Context: an optimization exercise on an open-source flow, tuned for small area, a short achievable clock period and few clock cycles. The choices shown serve that exercise and are no tape-out recipe. The RTL was checked by simulation tests, not by an equivalence proof against the original design.

==> build 66: inputs <==
==> flow/design.v (excerpt) <==
module csp_top (
	input  logic        clk,
	input  logic        arst_n,
	input  logic        item_valid,
	output logic        item_stall,
	input  logic [1:0]  item_action,
	input  logic [31:0] item_px,
	input  logic [31:0] item_py,
	output logic        result_valid,
	input  logic        result_stall,
	output logic        result_empty_error,
	output logic [15:0] result_closest_index,
	output logic [15:0] result_neighbour_index,
	output logic [31:0] result_closest_x,
	output logic [31:0] result_closest_y,
	output logic [31:0] result_neighbour_x,
	output logic [31:0] result_neighbour_y,
	output logic [31:0] result_ratio_u,
	output logic [31:0] result_projected_x,
	output logic [31:0] result_projected_y
);
clock: 14.0 ns
lec_check: 0
cap_margin: 20
core_margin: 2
core_utilization: 50
setup_slack_margin: 5
slew_margin: 20
standard.sh (not shown) runs the stock make flow with config.mk's settings and CLKGATE_MAP_FILE= SYNTH_SCRIPT=/design/flow/synth_recipe.tcl, a recipe that flattens the netlist after the stock synthesis.
==> flow/flow/run.sh <==
#!/bin/bash
set -o pipefail
bash standard.sh SETUP_SLACK_MARGIN=7 finish > std_flow.log 2>&1
==> build 72 (differences from build 66) <==
==> flow/run.sh (new file) <==
#!/bin/bash
# synth_recipe.tcl (not shown) runs the flow's synth.tcl, then flattens the netlist and writes it again
# the make line also repeats each setting of config.mk as NAME=value (left out here)
make -C /OpenROAD-flow-scripts/flow DESIGN_CONFIG=/design/flow/config.mk WORK_HOME=/design/flow/orfs CLKGATE_MAP_FILE= SYNTH_SCRIPT=/design/flow/synth_recipe.tcl finish
removed: flow/flow/run.sh
removed: flow/standard.sh
==> build 1 (differences from build 66) <==
--- a/flow/design.v
+++ b/flow/design.v
@@ -3343,12 +3343,13 @@
 	localparam logic [2:0] K_RDB  = 3'd6;    
 	localparam logic [1:0] P_EMPTY = 2'd0;
 	localparam logic [1:0] P_RDA   = 2'd1;
 	localparam logic [1:0] P_RDB   = 2'd2;
 	localparam logic [1:0] P_RDEN  = 2'd3;
 	localparam logic [2:0] E_IDLE = 3'd0;
+	localparam logic [2:0] E_SH   = 3'd1;
 	localparam logic [2:0] E_DIV  = 3'd2;
 	localparam logic [2:0] E_F    = 3'd3;
 	logic        in_v;
 	logic [1:0]  in_act;
 	logic [31:0] in_x, in_y;
 	logic [32:0] in_vx, in_vy;
@@ -3367,24 +3368,16 @@
 	logic        pend;
 	logic [1:0]  pstep;
 	logic [2:0]  est;
 	logic        res_v;
 	logic [31:0] jcx, jcy, jnx, jny;
 	logic [15:0] jci, jni;
-	logic        qv;
-	logic [31:0] qcx, qcy, qnx, qny;
-	logic [15:0] qci, qni;
-	logic [64:0] qden;
-	logic [65:0] qmag;
-	logic        qneg;
-	logic        sh_go;
-	logic eng_idle, eng_free, eng_soon, f_go;
+	logic eng_idle, eng_free, f_go;
 	assign eng_idle = (est == E_IDLE) && !res_v;
 	assign eng_free = (est == E_IDLE) || (est == E_F && !res_v);
 	assign f_go     = (est == E_F) && (!res_v || !result_stall);
-	assign sh_go    = qv && ((est == E_IDLE) || f_go);
 	logic [64:0] d2;
 	logic        gt_a, gt_b;
 	logic [65:0] nmag;
 	logic        nsgn;
 	logic        s2_pt_live;
 	function automatic logic gt3(input logic [64:0] a, input logic [64:0] b, input logic [64:0] d);
@@ -3421,15 +3414,15 @@
 		s2_pt_live = (s2_kind == K_PT) && !minf && !cnt_max;
 	end
 	logic s2_end, fast, empty_now, cap_now, go_slow, steal, hold, in_pe, adv, take;
 	logic [2:0] steal_k;
 	always_comb begin
 		s2_end    = (s2_kind == K_END);
-		fast      = s2_end && !s2_bad && !hold_q && !cnt_z && (!qv || eng_soon);
-		empty_now = eng_idle && !qv && ((s2_end && cnt_z) || (pend && pstep == P_EMPTY));
-		cap_now   = (s2_kind == K_DEN) || ((s2_kind == K_RDEN) && pend && (!qv || eng_free));
+		fast      = s2_end && !s2_bad && !hold_q && !cnt_z && eng_free;
+		empty_now = eng_idle && ((s2_end && cnt_z) || (pend && pstep == P_EMPTY));
+		cap_now   = (s2_kind == K_DEN) || ((s2_kind == K_RDEN) && pend && eng_free);
 		go_slow   = s2_end && !fast && !empty_now;
 		steal     = fast || (pend && pstep != P_EMPTY && !cap_now);
 		case (pstep)
 			P_RDA:   steal_k = K_RDA;
 			P_RDB:   steal_k = K_RDB;
 			P_RDEN:  steal_k = K_RDEN;
@@ -3470,18 +3463,18 @@
 			e1x = ax; e1y = ay; e2x = bx; e2y = by;
 		end
 	end
 	logic [64:0] den;
 	logic [66:0] den3;   
 	logic [65:0] rem;    
+	logic        nneg;   
 	logic        neg, sat, first;
 	logic signed [32:0] sdx, sdy;
 	logic [33:0] lq;
 	logic [4:0]  dcnt;
 	logic signed [65:0] accx, accy;
-	assign eng_soon = eng_free || (est == E_DIV && dcnt == 5'd1 && !res_v);
 	function automatic logic [6:0] bitlen66(input logic [65:0] v);
 		logic [6:0] r;
 		r = '0;
 		for (int i = 0; i < 66; i++) if (v[i]) r = 7'(i + 1);
 		bitlen66 = r;
 	endfunction
@@ -3496,26 +3489,26 @@
 	logic [6:0]   bl_a, bl_den;
 	logic [7:0]   s_est;
 	logic [5:0]   s_st;
 	logic [112:0] z;
 	logic signed [32:0] sdx_n, sdy_n;
 	always_comb begin
-		amag   = qmag;
+		amag   = rem;
 		bl_a   = bitlen66(amag);
-		bl_den = bitlen66({1'b0, qden});
+		bl_den = bitlen66({1'b0, den});
 		s_est  = {1'b0, bl_a} + 8'd15 - {1'b0, bl_den};
 		if (s_est[7]) s_st = 6'd0;                     
 		else if (s_est > 8'd31) s_st = 6'd32;
 		else s_st = s_est[5:0] + {5'd0, s_est[0]};    
 		z = {47'd0, amag} << (7'd47 - {1'b0, s_st});
-		if (qneg) begin
-			sdx_n = {qcx[31], qcx} - {qnx[31], qnx};
-			sdy_n = {qcy[31], qcy} - {qny[31], qny};
+		if (nneg) begin
+			sdx_n = {jcx[31], jcx} - {jnx[31], jnx};
+			sdy_n = {jcy[31], jcy} - {jny[31], jny};
 		end else begin
-			sdx_n = {qnx[31], qnx} - {qcx[31], qcx};
-			sdy_n = {qny[31], qny} - {qcy[31], qcy};
+			sdx_n = {jnx[31], jnx} - {jcx[31], jcx};
+			sdy_n = {jny[31], jny} - {jcy[31], jcy};
 		end
 	end
 	logic [66:0] tq;
 	logic [67:0] u1, u2, u3;
 	logic        c1, c2, c3, g1, g2;
 	logic [64:0] r2;
@@ -3589,13 +3582,12 @@
 			cnt_max <= 1'b0;
 			minf    <= 1'b0;
 			pend    <= 1'b0;
 			pstep   <= P_EMPTY;
 			est     <= E_IDLE;
 			res_v   <= 1'b0;
-			qv      <= 1'b0;
 		end else begin
 			if (take) in_v <= 1'b1;
 			else if (!in_pe || adv) in_v <= 1'b0;
 			if (take) begin
 				case (item_action)
 					2'd0: begin
@@ -3643,19 +3635,18 @@
 			end else if (pend && pstep == P_RDA) begin
 				pstep <= P_RDB;
 			end else if (pend && pstep == P_RDB) begin
 				pstep <= P_RDEN;
 			end
 			case (est)
-				E_IDLE: if (sh_go) est <= (qden == '0) ? E_F : E_DIV;
+				E_IDLE: if (cap_now) est <= E_SH;
+				E_SH:   est <= (den == '0) ? E_F : E_DIV;
 				E_DIV:  if (dcnt == 5'd1) est <= E_F;
-				E_F:    if (f_go) est <= !sh_go ? E_IDLE : (qden == '0) ? E_F : E_DIV;
+				E_F:    if (f_go) est <= cap_now ? E_SH : E_IDLE;
 				default: est <= E_IDLE;
 			endcase
-			if (cap_now) qv <= 1'b1;
-			else if (sh_go) qv <= 1'b0;
 			if (f_go || empty_now) res_v <= 1'b1;
 			else if (res_v && !result_stall) res_v <= 1'b0;
 		end
 	end
 	always_ff @(posedge clk) begin
 		if (take) begin
@@ -3688,42 +3679,22 @@
 				ax <= s2_x; ay <= s2_y; da <= d2;
 			end
 		end
 		if (s2_kind == K_RDA) da <= d2;
 		if (s2_kind == K_RDB) db <= d2;
 		if (cap_now) begin
-			qcx  <= ax;
-			qcy  <= ay;
-			qnx  <= bx;
-			qny  <= by;
-			qci  <= 16'(cnt - 17'd1);
-			if (minf) qni <= pflag ? cnt[15:0] : 16'(cnt - 17'd2);
-			else      qni <= cnt_ge2 ? 16'(cnt - 17'd2) : 16'(cnt - 17'd1);
-			qden <= d2;
-			qmag <= nmag;
-			qneg <= nsgn;
-		end
-		if (sh_go) begin
-			jcx   <= qcx;
-			jcy   <= qcy;
-			jnx   <= qnx;
-			jny   <= qny;
-			jci   <= qci;
-			jni   <= qni;
-			den   <= qden;
-			neg   <= qneg && (qden != '0);
-			den3  <= {2'b00, qden} + {1'b0, qden, 1'b0};
-			sdx   <= sdx_n;
-			sdy   <= sdy_n;
-			rem   <= z[97:33];
-			lq    <= (qden == '0) ? {1'b0, 32'h0001_0000, 1'b0} : {z[32:0], 1'b0};
-			dcnt  <= 5'(({1'b0, s_st} + 7'd2) >> 1);
-			accx  <= '0;
-			accy  <= '0;
-			sat   <= 1'b0;
-			first <= (s_st == 6'd32);
+			jcx <= ax;
+			jcy <= ay;
+			jnx <= bx;
+			jny <= by;
+			jci <= 16'(cnt - 17'd1);
+			if (minf) jni <= pflag ? cnt[15:0] : 16'(cnt - 17'd2);
+			else      jni <= cnt_ge2 ? 16'(cnt - 17'd2) : 16'(cnt - 17'd1);
+			den  <= d2;
+			rem  <= nmag;
+			nneg <= nsgn;
 		end
 		if (empty_now) begin
 			res_e  <= 1'b1;
 			res_ci <= '0;
 			res_ni <= '0;
 			res_cx <= '0;
@@ -3732,12 +3703,25 @@
 			res_ny <= '0;
 			res_u  <= '0;
 			res_px <= '0;
 			res_py <= '0;
 		end
 		case (est)
+			E_SH: begin
+				neg   <= nneg && (den != '0);
+				den3  <= {2'b00, den} + {1'b0, den, 1'b0};
+				sdx   <= sdx_n;
+				sdy   <= sdy_n;
+				rem   <= {1'b0, z[97:33]};
+				lq    <= (den == '0) ? {1'b0, 32'h0001_0000, 1'b0} : {z[32:0], 1'b0};
+				dcnt  <= 5'(({1'b0, s_st} + 7'd2) >> 1);
+				accx  <= '0;
+				accy  <= '0;
+				sat   <= 1'b0;
+				first <= (s_st == 6'd32);
+			end
 			E_DIV: begin
 				rem   <= {1'b0, r2};
 				lq    <= {lq[31:0], g1, g2};
 				dcnt  <= dcnt - 5'd1;
 				accx  <= fx[65:0];
 				accy  <= fy[65:0];
==> flow/run.sh (new file) <==
#!/bin/bash
# synth_recipe.tcl (not shown) runs the flow's synth.tcl, then flattens the netlist and writes it again
# the make line also repeats each setting of config.mk as NAME=value (left out here)
make -C /OpenROAD-flow-scripts/flow DESIGN_CONFIG=/design/flow/config.mk WORK_HOME=/design/flow/orfs CLKGATE_MAP_FILE= SYNTH_SCRIPT=/design/flow/synth_recipe.tcl finish
removed: flow/flow/run.sh
removed: flow/standard.sh
==> build 97 (differences from build 66) <==
--- a/flow/design.v
+++ b/flow/design.v
@@ -3343,12 +3343,13 @@
 	localparam logic [2:0] K_RDB  = 3'd6;    
 	localparam logic [1:0] P_EMPTY = 2'd0;
 	localparam logic [1:0] P_RDA   = 2'd1;
 	localparam logic [1:0] P_RDB   = 2'd2;
 	localparam logic [1:0] P_RDEN  = 2'd3;
 	localparam logic [2:0] E_IDLE = 3'd0;
+	localparam logic [2:0] E_SH   = 3'd1;
 	localparam logic [2:0] E_DIV  = 3'd2;
 	localparam logic [2:0] E_F    = 3'd3;
 	logic        in_v;
 	logic [1:0]  in_act;
 	logic [31:0] in_x, in_y;
 	logic [32:0] in_vx, in_vy;
@@ -3373,18 +3374,18 @@
 	logic        qv;
 	logic [31:0] qcx, qcy, qnx, qny;
 	logic [15:0] qci, qni;
 	logic [64:0] qden;
 	logic [65:0] qmag;
 	logic        qneg;
-	logic        sh_go;
+	logic        take_q;
 	logic eng_idle, eng_free, eng_soon, f_go;
 	assign eng_idle = (est == E_IDLE) && !res_v;
 	assign eng_free = (est == E_IDLE) || (est == E_F && !res_v);
+	assign take_q   = qv && eng_free;
 	assign f_go     = (est == E_F) && (!res_v || !result_stall);
-	assign sh_go    = qv && ((est == E_IDLE) || f_go);
 	logic [64:0] d2;
 	logic        gt_a, gt_b;
 	logic [65:0] nmag;
 	logic        nsgn;
 	logic        s2_pt_live;
 	function automatic logic gt3(input logic [64:0] a, input logic [64:0] b, input logic [64:0] d);
@@ -3470,12 +3471,13 @@
 			e1x = ax; e1y = ay; e2x = bx; e2y = by;
 		end
 	end
 	logic [64:0] den;
 	logic [66:0] den3;   
 	logic [65:0] rem;    
+	logic        nneg;   
 	logic        neg, sat, first;
 	logic signed [32:0] sdx, sdy;
 	logic [33:0] lq;
 	logic [4:0]  dcnt;
 	logic signed [65:0] accx, accy;
 	assign eng_soon = eng_free || (est == E_DIV && dcnt == 5'd1 && !res_v);
@@ -3496,26 +3498,26 @@
 	logic [6:0]   bl_a, bl_den;
 	logic [7:0]   s_est;
 	logic [5:0]   s_st;
 	logic [112:0] z;
 	logic signed [32:0] sdx_n, sdy_n;
 	always_comb begin
-		amag   = qmag;
+		amag   = rem;
 		bl_a   = bitlen66(amag);
-		bl_den = bitlen66({1'b0, qden});
+		bl_den = bitlen66({1'b0, den});
 		s_est  = {1'b0, bl_a} + 8'd15 - {1'b0, bl_den};
 		if (s_est[7]) s_st = 6'd0;                     
 		else if (s_est > 8'd31) s_st = 6'd32;
 		else s_st = s_est[5:0] + {5'd0, s_est[0]};    
 		z = {47'd0, amag} << (7'd47 - {1'b0, s_st});
-		if (qneg) begin
-			sdx_n = {qcx[31], qcx} - {qnx[31], qnx};
-			sdy_n = {qcy[31], qcy} - {qny[31], qny};
+		if (nneg) begin
+			sdx_n = {jcx[31], jcx} - {jnx[31], jnx};
+			sdy_n = {jcy[31], jcy} - {jny[31], jny};
 		end else begin
-			sdx_n = {qnx[31], qnx} - {qcx[31], qcx};
-			sdy_n = {qny[31], qny} - {qcy[31], qcy};
+			sdx_n = {jnx[31], jnx} - {jcx[31], jcx};
+			sdy_n = {jny[31], jny} - {jcy[31], jcy};
 		end
 	end
 	logic [66:0] tq;
 	logic [67:0] u1, u2, u3;
 	logic        c1, c2, c3, g1, g2;
 	logic [64:0] r2;
@@ -3643,19 +3645,20 @@
 			end else if (pend && pstep == P_RDA) begin
 				pstep <= P_RDB;
 			end else if (pend && pstep == P_RDB) begin
 				pstep <= P_RDEN;
 			end
 			case (est)
-				E_IDLE: if (sh_go) est <= (qden == '0) ? E_F : E_DIV;
+				E_IDLE: if (take_q) est <= E_SH;
+				E_SH:   est <= (den == '0) ? E_F : E_DIV;
 				E_DIV:  if (dcnt == 5'd1) est <= E_F;
-				E_F:    if (f_go) est <= !sh_go ? E_IDLE : (qden == '0) ? E_F : E_DIV;
+				E_F:    if (f_go) est <= take_q ? E_SH : E_IDLE;
 				default: est <= E_IDLE;
 			endcase
 			if (cap_now) qv <= 1'b1;
-			else if (sh_go) qv <= 1'b0;
+			else if (take_q) qv <= 1'b0;
 			if (f_go || empty_now) res_v <= 1'b1;
 			else if (res_v && !result_stall) res_v <= 1'b0;
 		end
 	end
 	always_ff @(posedge clk) begin
 		if (take) begin
@@ -3699,31 +3702,22 @@
 			if (minf) qni <= pflag ? cnt[15:0] : 16'(cnt - 17'd2);
 			else      qni <= cnt_ge2 ? 16'(cnt - 17'd2) : 16'(cnt - 17'd1);
 			qden <= d2;
 			qmag <= nmag;
 			qneg <= nsgn;
 		end
-		if (sh_go) begin
-			jcx   <= qcx;
-			jcy   <= qcy;
-			jnx   <= qnx;
-			jny   <= qny;
-			jci   <= qci;
-			jni   <= qni;
-			den   <= qden;
-			neg   <= qneg && (qden != '0);
-			den3  <= {2'b00, qden} + {1'b0, qden, 1'b0};
-			sdx   <= sdx_n;
-			sdy   <= sdy_n;
-			rem   <= z[97:33];
-			lq    <= (qden == '0) ? {1'b0, 32'h0001_0000, 1'b0} : {z[32:0], 1'b0};
-			dcnt  <= 5'(({1'b0, s_st} + 7'd2) >> 1);
-			accx  <= '0;
-			accy  <= '0;
-			sat   <= 1'b0;
-			first <= (s_st == 6'd32);
+		if (take_q) begin
+			jcx  <= qcx;
+			jcy  <= qcy;
+			jnx  <= qnx;
+			jny  <= qny;
+			jci  <= qci;
+			jni  <= qni;
+			den  <= qden;
+			rem  <= qmag;
+			nneg <= qneg;
 		end
 		if (empty_now) begin
 			res_e  <= 1'b1;
 			res_ci <= '0;
 			res_ni <= '0;
 			res_cx <= '0;
@@ -3732,12 +3726,25 @@
 			res_ny <= '0;
 			res_u  <= '0;
 			res_px <= '0;
 			res_py <= '0;
 		end
 		case (est)
+			E_SH: begin
+				neg   <= nneg && (den != '0);
+				den3  <= {2'b00, den} + {1'b0, den, 1'b0};
+				sdx   <= sdx_n;
+				sdy   <= sdy_n;
+				rem   <= {1'b0, z[97:33]};
+				lq    <= (den == '0) ? {1'b0, 32'h0001_0000, 1'b0} : {z[32:0], 1'b0};
+				dcnt  <= 5'(({1'b0, s_st} + 7'd2) >> 1);
+				accx  <= '0;
+				accy  <= '0;
+				sat   <= 1'b0;
+				first <= (s_st == 6'd32);
+			end
 			E_DIV: begin
 				rem   <= {1'b0, r2};
 				lq    <= {lq[31:0], g1, g2};
 				dcnt  <= dcnt - 5'd1;
 				accx  <= fx[65:0];
 				accy  <= fy[65:0];
==> flow/run.sh (new file) <==
#!/bin/bash
# synth_recipe.tcl (not shown) runs the flow's synth.tcl, then flattens the netlist and writes it again
# the make line also repeats each setting of config.mk as NAME=value (left out here)
make -C /OpenROAD-flow-scripts/flow DESIGN_CONFIG=/design/flow/config.mk WORK_HOME=/design/flow/orfs CLKGATE_MAP_FILE= SYNTH_SCRIPT=/design/flow/synth_recipe.tcl finish
removed: flow/flow/run.sh
removed: flow/standard.sh
==> impl_metrics.json <==
{
  "outcome": "complete, no violations",
  "cts_sinks": 1604,
  "inv_count": 2178,
  "totalWireLength_um": 574000,
  "path_max_fanout": 8,
  "row_count": 205,
  "fin_nets": 19574
}
Source of the figures above: build 1

==> impl_metrics.json <==
{
  "path_max_fanout": 7,
  "outcome": "complete, no violations",
  "row_count": 209,
  "fin_nets": 19646,
  "cp_top_family": "compound AO/OA/AOI/OAI gates",
  "fp.dieW_um": 574,
  "wl_met3_um": 51100,
  "totalWireLength_um": 575000,
  "clkbuf_count": 291,
  "cts_sinks": 1897,
  "start_util_pct": 50.2,
  "rrSetupSlack_ps": 4970
}
Source of the figures above: build 97

==> impl_metrics.json <==
{
  "outcome": "complete, no violations",
  "totalWireLength_um": 547000,
  "placed_cell_area_um2": 172000,
  "cts_sinks": 1894,
  "insertedDiodeCount": 9,
  "start_util_pct": 50.3,
  "row_count": 210,
  "grt_pass1_wl_um": 802000,
  "avgSynthCellArea_um2": 9.56,
  "fin_nets": 19961,
  "layout_commonest_cell": "inv_1",
  "multi_input_cells": 12392
}
Source of the figures above: build 72

==> impl_metrics.json <==
{
  "outcome": "complete, no violations",
  "row_count": 210,
  "via_count": 134443,
  "fin_nets": 20727,
  "largest_register": "u_csp.den3",
  "path_max_fanout": 35,
  "inv_count": 2190,
  "finalCriticalPeriod_ps": 8110,
  "cts_sinks": 1894,
  "totalWireLength_um": 599000,
  "grt_overflow": 0,
  "start_util_pct": 50.3
}
Source of the figures above: build 66

Testbench counts of build 66, summed over its fixed seeds: cycles 5,300.
Testbench counts of build 72, summed over its fixed seeds: cycles 5,300.
Testbench counts of build 1, summed over its fixed seeds: cycles 6,031.
Testbench counts of build 97, summed over its fixed seeds: cycles 5,449.

## port drivers added, routing unchanged
In the flow no input, the clock included, has a driving cell. The finished layouts below were timed again as built, in two steps. Step 1 assumes that a clkbuf_16 drives the clock port and a buf_2 every other input. Step 2 times the ports against the registers' clock, not the clock port: input delays grow and output delays shrink by t, the midpoint of the rising clock arrivals with the driver on. Three values: no drivers, after step 1, after step 2; two values: the first two.
run	t, ns	setup WS [ns]	hold WS [ns]
build 66	1.042	5.889 / 5.889 / 5.889	0.340 / 0.340 / 0.340
build 72	1.034	5.267 / 5.267 / 5.071	0.337 / 0.337 / 0.337
build 1	0.998	4.945 / 4.945 / 4.945	0.336 / 0.336 / 0.336
build 97	1.015	4.968 / 4.968 / 4.968	0.332 / 0.332 / 0.332
After both steps every run listed still meets setup and hold. The setup slack of build 72, which loses most, moves by 0.000 ns with the drivers and by -0.196 ns with both steps.
